Source: an optimization exercise on an open RTL-to-GDS flow (aim: small area, a short achievable clock period and few clock cycles per item). Production flows keep margins and buffers that such runs may drop.
At most, simulation tests tie the RTL to the original design; equivalence was not proved.
Power figures rest on the tool's default switching activity, not on a simulated workload.

## P
==> module fc_sequencer, before the edit <==
module fc_sequencer (
    input  logic                   clk,
    input  logic                   rst_n,
    input  logic                   start,
    output logic                   weight_rd_en,
    output logic [16-1:0]  weight_rd_addr0,
    output logic [16-1:0]  weight_rd_addr1,
    output logic                   act_rd_en,
    output logic [16-1:0]  act_rd_addr0,
    output logic [16-1:0]  act_rd_addr1,
    output logic                   tag_valid,
    output logic                   tag_first,
    output logic                   tag_last
);
    localparam logic [13:0] w_first = 14'(1020);
    localparam logic [13:0] w_last  = 14'(1020 + 120 * 400 / 4 - 2);
    localparam logic [9:0]  a_first = 10'(592);
    localparam logic [9:0]  a_last  = 10'(592 + 400 / 4 - 2);
    localparam logic [7:0] a_first8 = a_first[7:0];
    localparam logic [7:0] a_last8  = a_last[7:0];
    logic        issue;
    logic [13:0] waddr;    
    logic [7:0]  aaddr;    
    assign weight_rd_en    = issue;
    assign act_rd_en       = issue;
    assign weight_rd_addr0 = {2'b00, waddr[13:1], 1'b0};
    assign weight_rd_addr1 = {2'b00, waddr[13:1], 1'b1};
    assign act_rd_addr0    = {6'b000000, 2'b10, aaddr[7:1], 1'b0};
    assign act_rd_addr1    = {6'b000000, 2'b10, aaddr[7:1], 1'b1};
    always_ff @(posedge clk) begin
        if (!rst_n) begin
            issue <= 1'b0;
            waddr <= w_first;
            aaddr <= a_first8;
        end else if (issue) begin
            if ((waddr & w_last) == w_last) begin
                issue <= 1'b0;
            end
            waddr <= waddr + 14'd2;
            aaddr <= ((aaddr & a_last8) == a_last8) ? a_first8 : aaddr + 8'd2;
        end else begin
            issue <= start;
            waddr <= w_first;
            aaddr <= a_first8;
        end
    end
    always_ff @(posedge clk) begin
        if (!rst_n) begin
            tag_valid <= 1'b0;
        end else begin
            tag_valid <= issue;
        end
        tag_first <= (aaddr & ~a_first8) == 8'd0;
        tag_last  <= (aaddr & a_last8) == a_last8;
    end
endmodule
==> module relu_quantizer, before the edit <==
module relu_quantizer (
    input  logic                   clk,
    input  logic                   rst_n,
    input  logic [31:0]            scale,
    input  logic [23:0]            acc_s,
    input  logic [23:0]            acc_c,
    input  logic                   sum_valid,
    output logic [3:0]             act_wr_we,
    output logic [16-1:0]  act_wr_addr,
    output logic [31:0]            act_wr_data,
    output logic                   finish
);
    localparam logic [7:0] o_first = 8'(692);
    localparam logic [7:0] o_last  = 8'(692 + 120 / 4 - 1);
    logic [23:0] sum_s;
    logic [23:0] sum_c;
    logic [23:0] v;        
    logic [22:0] r;        
    logic [22:0] hs;       
    logic [22:0] hc;       
    logic [22:0] x;
    logic [22:0] fs;
    logic [22:0] fc;
    logic        p;        
    logic        sbit;     
    logic [4:0]  k;        
    logic        busy;
    logic        fin;
    logic        sat;
    logic [6:0]  q;        
    logic [1:0]  lane;
    logic [7:0]  oaddr;
    assign sum_s = acc_s ^ 24'h00fffe;
    assign sum_c = acc_c ^ 24'h01fffc;
    always_comb begin
        logic [23:0] g;
        logic [23:0] t;
        g = sum_s & sum_c;
        t = sum_s ^ sum_c;
        for (int d = 1; d < 24; d = d * 2) begin
            for (int i = 2 * d - 1; i < 24; i = i + 2 * d) begin
                g[i] = g[i] | (t[i] & g[i - d]);
                t[i] = t[i] & t[i - d];
            end
        end
        for (int d = 8; d >= 1; d = d / 2) begin
            for (int i = 3 * d - 1; i < 24; i = i + 2 * d) begin
                g[i] = g[i] | (t[i] & g[i - d]);
                t[i] = t[i] & t[i - d];
            end
        end
        v = (sum_s ^ sum_c) ^ {g[22:0], 1'b0};
    end
    assign x  = sbit ? r : 23'd0;
    assign fs = hs ^ hc ^ x;
    assign fc = (hs & hc) | (x & (hs ^ hc));
    assign p  = fs[0];
    assign act_wr_addr = {6'b000000, 2'b10, oaddr};
    assign act_wr_data = {4{1'b0, q}};
    always_ff @(posedge clk) begin
        if (sum_valid) begin
            r <= v[23] ? 23'd0 : v[22:0];
            hs <= '0;
            hc <= '0;
            sat <= 1'b0;
        end else begin
            hs <= {1'b0, fs[22:1]};
            hc <= fc;
            if (busy && (k[4:3] == 2'b11 || k == 5'd0)) begin
                sat <= sat | p;
            end
        end
        sbit <= scale[sum_valid ? 5'd0 : k];
        k <= sum_valid ? 5'd1 : k + 5'd1;
        if (busy && k >= 5'd17 && k <= 5'd23) begin
            q <= {p, q[6:1]};
        end else if (fin && (sat || hs != '0 || hc != '0)) begin
            q <= 7'd127;
        end
    end
    always_ff @(posedge clk) begin
        if (!rst_n) begin
            busy <= 1'b0;
            fin <= 1'b0;
            act_wr_we <= 4'b0000;
            lane <= 2'd0;
            oaddr <= o_first;
            finish <= 1'b0;
        end else begin
            if (sum_valid) begin
                busy <= 1'b1;
            end else if (k == 5'd0) begin
                busy <= 1'b0;
            end
            fin <= busy && k == 5'd0;
            act_wr_we <= fin ? 4'b0001 << lane : 4'b0000;
            finish <= act_wr_we != 4'b0000 && lane == 2'd3 && oaddr == o_last;
            if (act_wr_we != 4'b0000) begin
                lane <= lane + 2'd1;
                if (lane == 2'd3) begin
                    oaddr <= (oaddr == o_last) ? o_first : oaddr + 8'd1;
                end
            end
        end
    end
endmodule
Settings: LEC_CHECK=0, CAP_MARGIN=20, CORE_MARGIN=2, CORE_UTILIZATION=40, CTS_CLUSTER_DIAMETER=100, CTS_CLUSTER_SIZE=30, SLEW_MARGIN=20, SYNTH_HIERARCHICAL=1; clock period 14.5 ns.
standard.sh (not shown) runs the stock make flow with config.mk's settings and CLKGATE_MAP_FILE= SYNTH_SCRIPT=/design/flow/synth_recipe.tcl, a recipe that flattens the netlist after the stock synthesis.
==> flow/flow/run.sh <==
#!/bin/bash
# The standard layout, except that the port buffers are the platform's
# smallest plain buffer instead of a delay buffer.
set -euo pipefail
export BUFFER_PORTS_ARGS="-buffer_cell sky130_fd_sc_hd__buf_1"
bash standard.sh > standard.log 2>&1
Testbench counts of P, summed over its fixed seeds: cycles 144,960, layers 24.
Inputs modified between P and R:
diff --git a/flow/design.v b/flow/design.v
--- a/flow/design.v
+++ b/flow/design.v
@@ -13,48 +13,46 @@
     output logic                   tag_last
 );
     localparam logic [13:0] w_first = 14'(1020);
     localparam logic [13:0] w_last  = 14'(1020 + 120 * 400 / 4 - 2);
     localparam logic [9:0]  a_first = 10'(592);
     localparam logic [9:0]  a_last  = 10'(592 + 400 / 4 - 2);
-    localparam logic [7:0] a_first8 = a_first[7:0];
-    localparam logic [7:0] a_last8  = a_last[7:0];
     logic        issue;
     logic [13:0] waddr;    
-    logic [7:0]  aaddr;    
+    logic [9:0]  aaddr;    
     assign weight_rd_en    = issue;
     assign act_rd_en       = issue;
     assign weight_rd_addr0 = {2'b00, waddr[13:1], 1'b0};
     assign weight_rd_addr1 = {2'b00, waddr[13:1], 1'b1};
-    assign act_rd_addr0    = {6'b000000, 2'b10, aaddr[7:1], 1'b0};
-    assign act_rd_addr1    = {6'b000000, 2'b10, aaddr[7:1], 1'b1};
+    assign act_rd_addr0    = {6'b000000, aaddr[9:1], 1'b0};
+    assign act_rd_addr1    = {6'b000000, aaddr[9:1], 1'b1};
     always_ff @(posedge clk) begin
         if (!rst_n) begin
             issue <= 1'b0;
             waddr <= w_first;
-            aaddr <= a_first8;
+            aaddr <= a_first;
         end else if (issue) begin
-            if ((waddr & w_last) == w_last) begin
+            if (waddr == w_last) begin
                 issue <= 1'b0;
             end
             waddr <= waddr + 14'd2;
-            aaddr <= ((aaddr & a_last8) == a_last8) ? a_first8 : aaddr + 8'd2;
+            aaddr <= (aaddr == a_last) ? a_first : aaddr + 10'd2;
         end else begin
             issue <= start;
             waddr <= w_first;
-            aaddr <= a_first8;
+            aaddr <= a_first;
         end
     end
     always_ff @(posedge clk) begin
         if (!rst_n) begin
             tag_valid <= 1'b0;
         end else begin
             tag_valid <= issue;
         end
-        tag_first <= (aaddr & ~a_first8) == 8'd0;
-        tag_last  <= (aaddr & a_last8) == a_last8;
+        tag_first <= aaddr == a_first;
+        tag_last  <= aaddr == a_last;
     end
 endmodule
 module dot_product8 (
     input  logic        clk,
     input  logic        rst_n,
     input  logic [63:0] weights,
@@ -2981,14 +2979,14 @@
     input  logic                   sum_valid,
     output logic [3:0]             act_wr_we,
     output logic [16-1:0]  act_wr_addr,
     output logic [31:0]            act_wr_data,
     output logic                   finish
 );
-    localparam logic [7:0] o_first = 8'(692);
-    localparam logic [7:0] o_last  = 8'(692 + 120 / 4 - 1);
+    localparam logic [9:0] o_first = 10'(692);
+    localparam logic [9:0] o_last  = 10'(692 + 120 / 4 - 1);
     logic [23:0] sum_s;
     logic [23:0] sum_c;
     logic [23:0] v;        
     logic [22:0] r;        
     logic [22:0] hs;       
     logic [22:0] hc;       
@@ -3000,13 +2998,13 @@
     logic [4:0]  k;        
     logic        busy;
     logic        fin;
     logic        sat;
     logic [6:0]  q;        
     logic [1:0]  lane;
-    logic [7:0]  oaddr;
+    logic [9:0]  oaddr;
     assign sum_s = acc_s ^ 24'h00fffe;
     assign sum_c = acc_c ^ 24'h01fffc;
     always_comb begin
         logic [23:0] g;
         logic [23:0] t;
         g = sum_s & sum_c;
@@ -3026,13 +3024,13 @@
         v = (sum_s ^ sum_c) ^ {g[22:0], 1'b0};
     end
     assign x  = sbit ? r : 23'd0;
     assign fs = hs ^ hc ^ x;
     assign fc = (hs & hc) | (x & (hs ^ hc));
     assign p  = fs[0];
-    assign act_wr_addr = {6'b000000, 2'b10, oaddr};
+    assign act_wr_addr = {6'b000000, oaddr};
     assign act_wr_data = {4{1'b0, q}};
     always_ff @(posedge clk) begin
         if (sum_valid) begin
             r <= v[23] ? 23'd0 : v[22:0];
             hs <= '0;
             hc <= '0;
@@ -3069,13 +3067,13 @@
             fin <= busy && k == 5'd0;
             act_wr_we <= fin ? 4'b0001 << lane : 4'b0000;
             finish <= act_wr_we != 4'b0000 && lane == 2'd3 && oaddr == o_last;
             if (act_wr_we != 4'b0000) begin
                 lane <= lane + 2'd1;
                 if (lane == 2'd3) begin
-                    oaddr <= (oaddr == o_last) ? o_first : oaddr + 8'd1;
+                    oaddr <= (oaddr == o_last) ? o_first : oaddr + 10'd1;
                 end
             end
         end
     end
 endmodule
 module fc_layer_top (
[summary]
- Global placer's final weighted congestion in R is 0.013 higher than in P
- In R relative to P, power dissipated by switching net loads had gone up slightly.
- Compound-gate portion of the synthesized area: P vs R, no meaningful difference
- R ends up with a flip-flop and latch count after synthesis that is 4 higher than in P.
- R against P: number of instances resized during post-cts repair held, upper clock frequency limit held.
- Looking at relative contribution of combinational cells to total power, R sits 0.4 points above P.
Testbench counts of R, summed over its fixed seeds: cycles 144,960, layers 24.


Setup of old:
Another version of the RTL of fc_layer_top (not shown whole).
Size in the first run: ~280 I/O pins.
export LEC_CHECK = 0
export CAP_MARGIN = 20
export CORE_MARGIN = 2
export CORE_UTILIZATION = 60
export CTS_CLUSTER_DIAMETER = 100
export CTS_CLUSTER_SIZE = 30
export SLEW_MARGIN = 20
export SYNTH_HIERARCHICAL = 1
create_clock -name core_clock -period 14.5 [get_ports {clk}]
Scripts as last shown in full above: flow/flow/run.sh
## Diff of input files: new against old
--- a/flow/design.v
+++ b/flow/design.v
@@ -72,14 +72,15 @@
     logic        f_q;
     logic        l_q;
     logic [23:0] row0;
     logic [23:0] row1;
     logic        v_r;
     logic        f_r;
     logic        l_r;
+    logic        f_r2;     
     logic p0_0_0;
     logic p0_0_1;
     logic p0_0_2;
     logic p0_0_3;
     logic p0_0_4;
     logic p0_0_5;
     logic p0_0_6;
@@ -681,14 +682,15 @@
             v_q <= 1'b0;
         end else begin
             v_q <= tag_in_valid;
         end
     end
     always_ff @(posedge clk) begin
         f_r <= f_q;
+        f_r2 <= !v_r || l_r;
         l_r <= l_q;
         if (!rst_n) begin
             v_r <= 1'b0;
         end else begin
             v_r <= v_q;
         end
         r901 <= s331;
@@ -750,15 +752,16 @@
         r957 <= s897;
         r958 <= c852;
         r959 <= c896;
         r960 <= s899;
         r961 <= c898;
         r962 <= c900;
     end
-    assign acc_in = f_r ? 24'h399000 : acc;
+    assign acc_in[11:0] = f_r ? 12'h000 : acc[11:0];
+    assign acc_in[23:12] = f_r2 ? 12'h399 : acc[23:12];
     assign p0_0_0 = ~(w_q[0] & a_q[0]);
     assign p0_0_1 = ~(w_q[0] & a_q[1]);
     assign p0_0_2 = ~(w_q[0] & a_q[2]);
     assign p0_0_3 = ~(w_q[0] & a_q[3]);
     assign p0_0_4 = ~(w_q[0] & a_q[4]);
     assign p0_0_5 = ~(w_q[0] & a_q[5]);
     assign p0_0_6 = ~(w_q[0] & a_q[6]);
@@ -2730,18 +2733,18 @@
     assign s1043 = r907 ^ acc_in[4];
     assign c1044 = acc_in[4] & ~r907;
     logic s1045;
     logic c1046;
     fa_cell u_s1045 (.a(~r910), .b(s1011), .c(acc_in[5]), .s(s1045), .co(c1046));
     logic s1047;
     logic c1048;
-    fa_cell u_s1047 (.a(c1012), .b(~acc_in[6]), .c(s1013), .s(s1047), .co(c1048));
+    fa_cell u_s1047 (.a(c1012), .b(s1013), .c(~acc_in[6]), .s(s1047), .co(c1048));
     logic s1049;
     logic c1050;
-    fa_cell u_s1049 (.a(~acc_in[7]), .b(c1014), .c(s1015), .s(s1049), .co(c1050));
+    fa_cell u_s1049 (.a(c1014), .b(s1015), .c(~acc_in[7]), .s(s1049), .co(c1050));
     logic s1051;
     logic c1052;
     fa_cell u_s1051 (.a(c1016), .b(s1017), .c(~s983), .s(s1051), .co(c1052));
     logic s1053;
     logic c1054;
     fa_cell u_s1053 (.a(c1018), .b(~s987), .c(s1019), .s(s1053), .co(c1054));
     logic s1055;
@@ -2760,18 +2763,18 @@
     logic c1064;
     fa_cell u_s1063 (.a(s1007), .b(c1028), .c(~s1029), .s(s1063), .co(c1064));
     logic s1065;
     logic c1066;
     fa_cell u_s1065 (.a(~c1008), .b(s1031), .c(c1030), .s(s1065), .co(c1066));
     logic s1067;
     logic c1068;
-    fa_cell u_s1067 (.a(acc_in[16]), .b(~s1033), .c(c1032), .s(s1067), .co(c1068));
+    fa_cell u_s1067 (.a(~s1033), .b(acc_in[16]), .c(c1032), .s(s1067), .co(c1068));
     logic s1069;
     logic c1070;
-    fa_cell u_s1069 (.a(r962), .b(acc_in[17]), .c(~c1034), .s(s1069), .co(c1070));
+    fa_cell u_s1069 (.a(r962), .b(~c1034), .c(acc_in[17]), .s(s1069), .co(c1070));
     assign row0 = {acc_in[23], acc_in[22], acc_in[21], acc_in[20], acc_in[19], acc_in[18], s1069, s1067, s1065, s1063, s1061, s1059, s1057, s1055, s1053, s1051, s1049, s1047, s1045, s1043, s1041, s1039, s1037, s1035} ^ 24'h005fde;
     assign row1 = {1'b0, 1'b0, 1'b0, 1'b0, 1'b0, c1070, c1068, c1066, c1064, c1062, c1060, c1058, c1056, c1054, c1052, c1050, c1048, c1046, c1044, c1042, c1040, c1038, c1036, acc_in[0]} ^ 24'h00bf92;
     always_ff @(posedge clk) begin
         acc <= row0 + row1;
         if (!rst_n) begin
             sum_valid <= 1'b0;
         end else begin
new vs old — met1 layer wirelength in the final routing dropped about 4.6%.
Arrival time reported for the critical path endpoint, old and new, lower one = new.
Footprint of the multi-input gates: new > old
Against old, wire length in new came out better.
Critical path required time | new below old
old → new: cell count increased by 13 relative to the old numbers; fraction of power consumed by the clock network increased by 0.4 points relative to the old numbers; global-route usage decreased by 2.6 points relative to the old numbers; number of flip-flops and latches closely matched the old numbers; register area closely matched the old numbers.
new vs. old: vertical die dimension has remained practically unchanged, area fraction in compound gates after synthesis has remained practically unchanged, sum of met2 wire segment lengths after detailed routing has decreased.
Testbench counts of new, summed over its fixed seeds: cycles 144,960, layers 24.
No functional check of the RTL was part of old.

==> static timing again, ports no longer ideal <==
In the flow no input, the clock included, has a driving cell. The finished layouts below were timed again as built, in two steps.
Step 1, drivers: a clkbuf_16 drives clk and a buf_2 each remaining input, both assumed.
Step 2 times the ports against the registers' clock, not the clock port: input delays grow and output delays shrink by t, the midpoint of the rising clock arrivals with the driver on.
Slacks: ideal ports / drivers / drivers and shift; pairs: ideal ports / drivers.
run | t (ns) | setup slack, ns | hold slack, ns | worst setup path after step 2 | pins driven straight from the clock port
P | 0.633 | 10.262 / 10.203 / 10.232 | 0.338 / 0.338 / 0.338 | input to register | 1
R | 0.638 | 10.267 / 10.203 / 10.387 | 0.333 / 0.333 / 0.333 | input to register | 1
old | 0.599 | 10.201 / 10.201 / 10.201 | 0.337 / 0.337 / 0.337 | register to register | 1
new | 0.593 | 10.310 / 10.246 / 10.231 | 0.324 / 0.324 / 0.324 | input to register | 1
After both steps every run listed still meets setup and hold. For new, which loses most, drivers alone change the setup slack by -0.064 ns; drivers and shift together by -0.079 ns.
